Context: an optimization exercise on an open-source flow, tuned for small area, a short achievable clock period and few clock cycles per item. The choices shown serve that exercise and are no tape-out recipe.
No activity file was given, so power comes from the tool's default toggle rates.

Setup of lane 1:
Design longest_prefix_route_lookup, start of the top module:
module longest_prefix_route_lookup
(
    input  logic               clk,
    input  logic               rst_n,
    input  logic               req_valid,
    output logic               req_ready,
    input  logic               req_func,
    input  logic [INDEX_W-1:0] req_entry_index,
    input  logic               req_entry_valid,
    input  logic [ADDR_W-1:0]  req_entry_prefix,
    input  logic [ADDR_W-1:0]  req_entry_mask,
    input  logic [ADDR_W-1:0]  req_lookup_addr,
    output logic               rsp_valid,
    input  logic               rsp_ready,
    output logic               rsp_hit,
    output logic [INDEX_W-1:0] rsp_best_index,
    output logic [LEN_W-1:0]   rsp_best_length
);
Settings: LEC_CHECK=0, ABC_CLOCK_PERIOD_IN_PS=2500, CAP_MARGIN=20, CORE_MARGIN=2, CORE_UTILIZATION=40, SETUP_SLACK_MARGIN=2.8, SLEW_MARGIN=20, TNS_END_PERCENT=5; clock period 5.0 ns.
standard.sh (not shown) runs the stock make flow with config.mk's settings and CLKGATE_MAP_FILE= SYNTH_SCRIPT=/design/flow/synth_recipe.tcl, a recipe that flattens the netlist after the stock synthesis.
==> flow/flow/run.sh <==
#!/bin/bash
# The standard layout with a few settings of ORFS's own changed:
#  - port buffers are buf_2 instead of the delay cell buffer_ports picks by default
#  - the resizer may swap a cell for one with another footprint
#  - clock tree: large sink clusters of clkbuf_16, no dummy loads
set -uo pipefail
bash standard.sh \
  MATCH_CELL_FOOTPRINT=0 \
  "BUFFER_PORTS_ARGS=-buffer_cell sky130_fd_sc_hd__buf_2" \
  "CTS_ARGS=-sink_clustering_enable -repair_clock_nets -buf_list sky130_fd_sc_hd__clkbuf_16 -sink_clustering_size 28 -sink_clustering_max_diameter 120 -dont_use_dummy_load" \
  finish > flow.log 2>&1
## Diff of input files: lane 2 against lane 1
-- flow/config.mk --
<<< lane 1, line 12
export SETUP_SLACK_MARGIN = 2.8
>>> lane 2, line 12
export CTS_BUF_LIST = sky130_fd_sc_hd__clkbuf_16
export CTS_CLUSTER_DIAMETER = 120
export CTS_CLUSTER_SIZE = 28
export SETUP_SLACK_MARGIN = 2.5
<<< lane 1, line 14
export TNS_END_PERCENT = 5
>>> lane 2, line 17
==> comparison <==
- Lane 1 -> lane 2: clock distribution power flat
- Going from lane 1 to lane 2, routing usage on met1 lower, number of multi-input combinational cells roughly the same, number of ordinary inverters in the final layout lower, global-route wire length before repair lower.
- In the flow results for lane 2 and lane 1, the leakage dissipation is larger on lane 1.
- Compared with lane 1, lane 2 shows a higher maximum ir drop on the vdd rail.
What lane 3 does differently from lane 2 at the input level:
-- flow/config.mk --
<<< lane 2, line 15
export SETUP_SLACK_MARGIN = 2.5
>>> lane 3, line 15
export SETUP_SLACK_MARGIN = 2.8
==> comparison <==
Comparing lane 2 and lane 3, the lower length of routed wiring on met1 is on lane 2. The worst hold slack on lane 3 is in line with that on lane 2. Compared to lane 2, lane 3 has delay of the slowest cell on the worst path 180 ps lower. Per the comparison of lane 3 with lane 2, actual slew at the worst max-slew pin up 42 ps, combinational cell fraction of total power has increased, combinational power climbed about 27%, power went up by about 4%, upper clock frequency limit picked up an extra about 3.6%. First-pass detailed-route iteration total: lane 3 < lane 2. On fraction of met1 tracks used by global routing: between lane 2 and lane 3, it ends up lower for lane 2. Comparing sequential share of layout area for lane 2 and lane 3, the smaller number came from lane 3.
Input-level comparison between lane 4 and lane 3:
-- flow/config.mk --
<<< lane 3, line 8
export ABC_CLOCK_PERIOD_IN_PS = 2500
>>> lane 4, line 8
export ABC_AREA = 1
<<< lane 3, line 12
export CTS_BUF_LIST = sky130_fd_sc_hd__clkbuf_16
export CTS_CLUSTER_DIAMETER = 120
export CTS_CLUSTER_SIZE = 28
export SETUP_SLACK_MARGIN = 2.8
>>> lane 4, line 12
export SETUP_SLACK_MARGIN = 2.5
--- outcome ---
- Going from lane 3 to lane 4, worst hold slack shrinks by 10 ps.
- Looking only at normalized max-slew margin, and setting everything else aside, the higher value of lane 4 and lane 3 goes to lane 3.
- Setup slack deteriorates in lane 4 relative to lane 3.
- Design area in lane 4 is 4.2% lower than in lane 3
- Internal cell power, lane 4 and lane 3: higher on lane 3
- When lane 4 is set beside lane 3, its sequential share of layout area turns out to be 2.9 points larger.
- Number of ordinary and repair buffers in the finished layout in lane 4 is 75 lower than in lane 3
- Endpoint required time on the critical path: lane 4 < lane 3
- Per the comparison of lane 4 with lane 3, simple-gate area share of the yosys netlist grew by 0.91 points; routed wire length grew by about 2.7%; sum of buffers and inverters on the critical path grew by 1.
### lane 4 -> lane 5
-- flow/config.mk --
<<< lane 4, line 8
export ABC_AREA = 1
>>> lane 5, line 8
export ABC_CLOCK_PERIOD_IN_PS = 2500
<<< lane 4, line 12
export SETUP_SLACK_MARGIN = 2.5
>>> lane 5, line 12
export SETUP_SLACK_MARGIN = 3.0
<<< lane 4, line 14
>>> lane 5, line 14
export TNS_END_PERCENT = 5
==> summary.txt <==
- Looking at lane 5 and lane 4, the sequential power is a wash.
- On synthesized cell count: between lane 5 and lane 4, it ends up higher for lane 4.
- The maximum level of the CTS H-tree was comparable across lane 5 and lane 4.
- Going from lane 4 to lane 5, the worst relative slew slack was found to have gone up by 12 points.
- Taking lane 4 as the reference, in lane 5 sequential area share after synthesis stayed essentially flat, number of combinational gates with multiple inputs fell by about 14%, global-route usage fell by 1.4 points.
- In the reports for lane 5 and lane 4, the smaller total power belongs to lane 4.
- [compare] base=lane 4 new=lane 5: non-clock buffer count climbed 10; post-synthesis to final-layout area growth climbed 1.4 points.
- Compared to lane 4, lane 5 leaves less free space in the core.
No run of this note included a check of the RTL's function; only the layout flow was run.

Another version of the RTL of longest_prefix_route_lookup (not shown whole).
Size in the first run: ~2600 cells after synthesis, roughly 120 I/O pins, about 46000 sq um of cells after synthesis.
clock: 5.0 ns
lec_check: 0
abc_clock_period_in_ps: 2500
cap_margin: 20
core_margin: 2
core_utilization: 40
cts_buf_list: sky130_fd_sc_hd__clkbuf_8
cts_cluster_diameter: 50
cts_cluster_size: 16
setup_slack_margin: 2.5
slew_margin: 20
run.sh (not shown) runs the stock make flow with config.mk's settings and CLKGATE_MAP_FILE= SYNTH_SCRIPT=/design/flow/synth_recipe.tcl, a recipe that flattens the netlist after the stock synthesis.
Stock flow here: none of the scripts above is used.
Next try:
- CTS_BUF_LIST: sky130_fd_sc_hd__clkbuf_8 -> sky130_fd_sc_hd__clkbuf_16
- CTS_CLUSTER_DIAMETER: 50 -> 60
- CTS_CLUSTER_SIZE: 16 -> 24
What happened:
- non-clock buffer count rose by 14
- final cell count fell slightly
- maximum frequency rose slightly
- routed wire length barely changes
Next try:
==> flow/flow/run.sh (new file) <==
#!/bin/bash
# The standard layout with a few settings of ORFS's own changed:
#  - port buffers are buf_2 instead of the delay cell buffer_ports picks by default
#  - the resizer may swap a cell for one with another footprint
#  - clock tree: large sink clusters of clkbuf_16, no dummy loads
set -uo pipefail
bash standard.sh \
  MATCH_CELL_FOOTPRINT=0 \
  "BUFFER_PORTS_ARGS=-buffer_cell sky130_fd_sc_hd__buf_2" \
  "CTS_ARGS=-sink_clustering_enable -repair_clock_nets -buf_list sky130_fd_sc_hd__clkbuf_16 -sink_clustering_size 28 -sink_clustering_max_diameter 120 -dont_use_dummy_load" \
  finish > flow.log 2>&1
==> flow/standard.sh (new file) <==
#!/bin/bash
# synth_recipe.tcl (not shown) runs the flow's synth.tcl, then flattens the netlist and writes it again
# the make line also repeats each setting of config.mk as NAME=value (left out here)
make -C /OpenROAD-flow-scripts/flow DESIGN_CONFIG=/design/flow/config.mk WORK_HOME=/design/flow/orfs CLKGATE_MAP_FILE= SYNTH_SCRIPT=/design/flow/synth_recipe.tcl "${@:-finish}"
- CTS_CLUSTER_DIAMETER: 60 -> 120
- CTS_CLUSTER_SIZE: 24 -> 28
removed: flow/run.sh
Clock-buffer cell count shrinks by 42.
Hold slack gains 0.047 ns.
Die area is unchanged.
Next try:
==> flow/run.sh (new file) <==
#!/bin/bash
# synth_recipe.tcl (not shown) runs the flow's synth.tcl, then flattens the netlist and writes it again
# the make line also repeats each setting of config.mk as NAME=value (left out here)
make -C /OpenROAD-flow-scripts/flow DESIGN_CONFIG=/design/flow/config.mk WORK_HOME=/design/flow/orfs CLKGATE_MAP_FILE= SYNTH_SCRIPT=/design/flow/synth_recipe.tcl finish
removed: flow/flow/run.sh
removed: flow/standard.sh
First-iteration DRC count drops by 2.1%; power goes up by 1.1%; register-to-register slack improved by 0.02 ns; routed wire length fell by 0.72%; cell area rose by 3.0%; count of clock-buffer cells in the layout stays the same; combinational power is higher by about 3%; setup slack improves by 0.081 ns; worst hold slack loses 0.045 ns; die area stays the same.
Function was not checked in any run of this note: the RTL went through the layout flow alone.

Another version of the RTL of longest_prefix_route_lookup (not shown whole).
For scale: ~2600 cells after synthesis, about 1200 flip-flops, roughly 120 I/O pins, ~0.047 mm² of cells after synthesis.
==> flow/config.mk <==
export PLATFORM = sky130hd
export DESIGN_NAME = longest_prefix_route_lookup
export DESIGN_NICKNAME = longest_prefix_route_lookup
export VERILOG_FILES = /design/flow/design.v
export SDC_FILE = /design/flow/constraint.sdc
export NUM_CORES = 4
export LEC_CHECK = 0
export ABC_CLOCK_PERIOD_IN_PS = 2500
export CAP_MARGIN = 20
export CORE_MARGIN = 2
export CORE_UTILIZATION = 40
export SETUP_SLACK_MARGIN = 2.8
export SLEW_MARGIN = 20
export TNS_END_PERCENT = 5
==> flow/constraint.sdc <==
create_clock -name core_clock -period 5.0 [get_ports {clk}]
set_input_delay 1.0000 -clock core_clock [delete_from_list [all_inputs] [get_ports {clk}]]
set_output_delay 1.0000 -clock core_clock [all_outputs]
set_load 0.01 [all_outputs]
standard.sh (not shown) runs the stock make flow with config.mk's settings and CLKGATE_MAP_FILE= SYNTH_SCRIPT=/design/flow/synth_recipe.tcl, a recipe that flattens the netlist after the stock synthesis.
==> flow/flow/run.sh <==
#!/bin/bash
# The standard layout with a few settings of ORFS's own changed:
#  - port buffers are buf_2 instead of the delay cell buffer_ports picks by default
#  - the resizer may swap a cell for one with another footprint
#  - clock tree: large sink clusters of clkbuf_16, no dummy loads
set -uo pipefail
bash standard.sh \
  MATCH_CELL_FOOTPRINT=0 \
  "BUFFER_PORTS_ARGS=-buffer_cell sky130_fd_sc_hd__buf_2" \
  "CTS_ARGS=-sink_clustering_enable -repair_clock_nets -buf_list sky130_fd_sc_hd__clkbuf_16 -sink_clustering_size 28 -sink_clustering_max_diameter 120 -dont_use_dummy_load" \
  finish > flow.log 2>&1
The starting point finished with timing, DRC and antenna clean.
Change:
- CORE_UTILIZATION: 40 -> 55
Effect: Power hardly moves; setup slack is worse by 0.082 ns; via count fell slightly; clock-buffer cell count is unchanged; utilization climbs by 15 points; flip-flop and latch count is unchanged.
Change:
==> flow/flow/run.sh (replaced) <==
#!/bin/bash
# The standard layout with a few settings of ORFS's own changed:
#  - port buffers are buf_4 instead of the delay cell buffer_ports picks by default
#  - the resizer may swap a cell for one with another footprint
#  - clock tree: large sink clusters of clkbuf_16, no dummy loads
set -uo pipefail
bash standard.sh \
  MATCH_CELL_FOOTPRINT=0 \
  "BUFFER_PORTS_ARGS=-buffer_cell sky130_fd_sc_hd__buf_4" \
  "CTS_ARGS=-sink_clustering_enable -repair_clock_nets -buf_list sky130_fd_sc_hd__clkbuf_16 -sink_clustering_size 28 -sink_clustering_max_diameter 120 -dont_use_dummy_load" \
  finish > flow.log 2>&1
- CORE_UTILIZATION: 55 -> 40
Worst setup slack loses 0.17 ns.
Wire length grows by 3.1%.
Critical path depth rose by 2.
Design area climbs by 1.1%.
Combinational power fell by about 4%.
Worst hold slack loses 0.074 ns.
Final cell count came out higher by 9.4%.
Area after synthesis stays the same.
Via count rose by 0.56%.
No run of this note included a check of the RTL's function; only the layout flow was run.

re-timing with driven ports:
The flow's constraints put no driver on any port. The routed layouts listed below were extracted and timed again, unchanged, in two steps.
Step 1 assumes that a clkbuf_16 drives the clock port and a buf_2 every other input.
Step 2, shift: input delay + t, output delay - t, t = (earliest + latest rising clock arrival at the registers) / 2. This alone moves slack from input paths to output paths.
Three values: ideal ports, drivers, drivers and shift; two values: the first two.
run	t, ns	slack for setup (ns)	hold WS [ns]	worst register clock-pin slew, ns
lane 1	0.725	2.559 / 2.570 / 1.856	0.434 / 0.434 / 0.434	0.11 / 0.11
lane 2	0.722	2.486 / 2.526 / 1.806	0.440 / 0.440 / 0.440	0.11 / 0.11
lane 3	0.728	2.573 / 2.573 / 2.083	0.441 / 0.441 / 0.441	0.11 / 0.11
lane 4	0.744	2.434 / 2.480 / 1.736	0.431 / 0.429 / 0.431	0.12 / 0.12
lane 5	0.723	2.561 / 2.561 / 2.048	0.434 / 0.434 / 0.434	0.11 / 0.11
the first run of note 2	0.863	2.451 / 2.473 / 1.611	0.348 / 0.316 / 0.429	0.10 / 0.10
the second run of note 2	0.766	2.473 / 2.506 / 1.749	0.426 / 0.408 / 0.426	0.09 / 0.09
the third run of note 2	0.733	2.347 / 2.377 / 1.645	0.473 / 0.439 / 0.473	0.12 / 0.12
the fourth run of note 2	0.774	2.428 / 2.472 / 1.698	0.428 / 0.385 / 0.433	0.12 / 0.12
the first run of note 3	0.702	2.644 / 2.667 / 1.986	0.442 / 0.408 / 0.442	0.11 / 0.11
the second run of note 3	0.681	2.563 / 2.574 / 1.893	0.430 / 0.430 / 0.430	0.11 / 0.11
the third run of note 3	0.703	2.393 / 2.410 / 1.707	0.356 / 0.308 / 0.432	0.11 / 0.11
After both steps setup and hold are still met in every run listed. For the first run of note 2, which loses most, drivers alone change the setup slack by +0.022 ns; drivers and shift together by -0.840 ns.
